This is an optimization exercise on Yosys and OpenROAD, whose aim is small area and a short achievable clock period, not a production implementation. Function was checked by simulation only, so behaviour that the tests miss may differ from the original. Power is estimated from default activity; no workload was simulated.

// gmii_rx_top
module gmii_rx_top
(
        input  wire logic       i_clk,
        input  wire logic       i_rst_n,
        input  wire logic [7:0] i_rxd0,
        input  wire logic       i_rx_dv0,
        input  wire logic [7:0] i_rxd1,
        input  wire logic       i_rx_dv1,
        input  wire logic [18:0] i_timer,
        output logic            o_port,
        output logic            o_wr,
        output logic [8:0]      o_word,
        output logic [18:0]     o_ts,
        output logic            o_tail,
        output logic            o_underflow
);
        logic [1:0] dv;
        logic [7:0] rxd [2];
        assign dv     = {i_rx_dv1, i_rx_dv0};
        assign rxd[0] = i_rxd0;
        assign rxd[1] = i_rxd1;
        logic [1:0] bcnt [2];
        logic [7:0] hold [2];
        logic [1:0] wr;
        logic [1:0] wmark;
        logic [8:0] mem0 [64];
        logic [8:0] mem1 [64];
        logic [6:0] wptr [2];
        logic [6:0] rptr [2];
        logic [1:0] empty;
        logic [7:0] rlo [2];
        logic [7:0] rhi [2];
        logic [7:0] rlon [2];
        logic [1:0] rd;
        logic [1:0] st_idle, st_head, st_tran, st_disc;
        logic [1:0] dly [2];
        logic [1:0] vld;
        logic [1:0] rmark;
        logic [7:0] rdata;
        logic [1:0] req, grant;
        logic       mg_hold, cur, prio;
        logic       b_wr, b_head, b_tail, b_uflow;
        logic [7:0] b_data;
        logic [18:0] timer_d;
        genvar p;
        generate
                for (p = 0; p < 2; p++) begin : g_port
                        always_ff @(posedge i_clk or negedge i_rst_n) begin
                                if (!i_rst_n) begin
                                        bcnt[p] <= 2'd0;
                                end else if (!dv[p]) begin
                                        bcnt[p] <= 2'd0;
  ...
Settings: LEC_CHECK=0, CAP_MARGIN=20, CORE_MARGIN=2, CORE_UTILIZATION=45, CTS_CLUSTER_DIAMETER=100, CTS_CLUSTER_SIZE=24, SETUP_SLACK_MARGIN=2.0, SLEW_MARGIN=20; clock period 4.0 ns.
run.sh (not shown) runs the stock make flow with config.mk's settings and CLKGATE_MAP_FILE= SYNTH_SCRIPT=/design/flow/synth_recipe.tcl, a recipe that flattens the netlist after the stock synthesis.
The first run finished clean.
Next try:
--- a/flow/design.v
+++ b/flow/design.v
@@ -52,22 +52,21 @@
         assign rxd[0] = i_rxd0;
         assign rxd[1] = i_rxd1;
         logic [1:0] bcnt [2];
         logic [7:0] hold [2];
         logic [1:0] wr;
         logic [1:0] wmark;
         logic [8:0] mem0 [64];
         logic [8:0] mem1 [64];
-        logic [6:0] wptr [2];
-        logic [6:0] rptr [2];
+        logic [5:0] wptr [2];
+        logic [6:0] fill [2];
         logic [1:0] empty;
         logic [7:0] rlo [2];
         logic [7:0] rhi [2];
-        logic [7:0] rlon [2];
         logic [1:0] rd;
         logic [1:0] st_idle, st_head, st_tran, st_disc;
         logic [1:0] dly [2];
         logic [1:0] vld;
         logic [1:0] rmark;
         logic [7:0] rdata;
         logic [1:0] req, grant;
         logic       mg_hold, cur, prio;
@@ -87,31 +86,30 @@
                                 end
                         end
                         always_ff @(posedge i_clk) begin
                                 hold[p] <= rxd[p];
                         end
                         assign wr[p]    = bcnt[p][1] | (bcnt[p][0] & dv[p]);
                         assign wmark[p] = bcnt[p][0] | !dv[p];
                         logic eq_w, eq_r;
-                        assign eq_w = (7'(wptr[p] + 7'd1) == rptr[p]);
-                        assign eq_r = (wptr[p] == 7'(rptr[p] + 7'd1));
+                        assign eq_w = (fill[p] == 7'd127);
+                        assign eq_r = (fill[p] == 7'd1);
                         always_ff @(posedge i_clk or negedge i_rst_n) begin
                                 if (!i_rst_n) begin
                                         wptr[p]  <= '0;
-                                        rptr[p]  <= '0;
+                                        fill[p]  <= '0;
                                         empty[p] <= 1'b1;
                                         rlo[p]   <= 8'd1;
-                                        rlon[p]  <= 8'hfe;
                                         rhi[p]   <= 8'd1;
                                 end else begin
-                                        if (wr[p]) wptr[p] <= wptr[p] + 7'd1;
-                                        if (rd[p]) rptr[p] <= rptr[p] + 7'd1;
+                                        if (wr[p]) wptr[p] <= wptr[p] + 6'd1;
+                                        if (wr[p] && !rd[p]) fill[p] <= fill[p] + 7'd1;
+                                        else if (rd[p] && !wr[p]) fill[p] <= fill[p] - 7'd1;
                                         if (rd[p]) rlo[p] <= {rlo[p][6:0], rlo[p][7]};
-                                        if (rd[p]) rlon[p] <= {rlon[p][6:0], rlon[p][7]};
                                         if (rd[p] && rlo[p][7]) rhi[p] <= {rhi[p][6:0], rhi[p][7]};
                                         if (rd[p]) empty[p] <= !wr[p] && eq_r;
                                         else if (wr[p]) empty[p] <= eq_w;
                                 end
                         end
                         assign req[p] = st_idle[p] && !empty[p];
                         always_comb begin
                                 rd[p] = 1'b0;
@@ -162,30 +160,30 @@
                                                         st_idle[p] <= 1'b1;
                                                 end
                                         end
                                 end
                         end
                 end
         endgenerate
         always_ff @(posedge i_clk) begin
-                if (wr[0]) mem0[wptr[0][5:0]] <= {wmark[0], hold[0]};
-                if (wr[1]) mem1[wptr[1][5:0]] <= {wmark[1], hold[1]};
+                if (wr[0]) mem0[wptr[0]] <= {wmark[0], hold[0]};
+                if (wr[1]) mem1[wptr[1]] <= {wmark[1], hold[1]};
         end
         logic [8:0] grp0 [8];
         logic [8:0] grp1 [8];
         logic [8:0] rd_w0, rd_w1;
         logic [7:0] rd_d;
         always_comb begin
                 for (int h = 0; h < 8; h++) begin
                         grp0[h] = '0;
                         grp1[h] = '0;
                         for (int l = 0; l < 8; l++) begin
-                                grp0[h] = grp0[h] | (mem0[8*h+l] & {{4{!rlon[0][l]}}, {5{rlo[0][l]}}});
-                                grp1[h] = grp1[h] | (mem1[8*h+l] & {{4{!rlon[1][l]}}, {5{rlo[1][l]}}});
+                                grp0[h] = grp0[h] | (mem0[8*h+l] & {9{rlo[0][l]}});
+                                grp1[h] = grp1[h] | (mem1[8*h+l] & {9{rlo[1][l]}});
                         end
                 end
                 rd_w0 = '0;
                 rd_w1 = '0;
                 rd_d  = '0;
                 for (int h = 0; h < 8; h++) begin
                         rd_w0 = rd_w0 | (grp0[h] & {9{rhi[0][h]}});
                         rd_w1 = rd_w1 | (grp1[h] & {9{rhi[1][h]}});
Result: Combinational power went down by 13%. Setup slack gains 0.039 ns. Final cell count went down by 4.5%. Fmax went up by 1.7%. Power went down by 3.8%. Via count went down by 7.5%. Area after synthesis went down by 2.5%. Synthesized cell count went down by 6.0%. Die area went down by 2.5%.

-- separate check: timing with driven ports --
Ports are ideal in the flow. The routed layouts listed here were re-timed in OpenROAD. Step 1 sets driving cells, clkbuf_16 on the clock port and buf_2 on the other inputs (assumed; they add their load-dependent delay and slew). Step 2 times the ports against the registers' clock, not the clock port: input delays grow and output delays shrink by t, the midpoint of the rising clock arrivals with the driver on. Three values: ideal ports, drivers, drivers and shift; two values: the first two.
run	t, ns	setup slack, ns	worst register clock-pin slew, ns	worst data-port slew with drivers (ns)	pins driven straight from the clock port
the first run	0.730	1.629 / 1.629 / 1.397	0.10 / 0.10	0.06	1
the second run	0.752	1.668 / 1.668 / 1.329	0.10 / 0.10	0.05	1
After both steps every run listed still meets setup and hold. The setup slack of the second run, which loses most, moves by 0.000 ns with the drivers and by -0.339 ns with both steps.
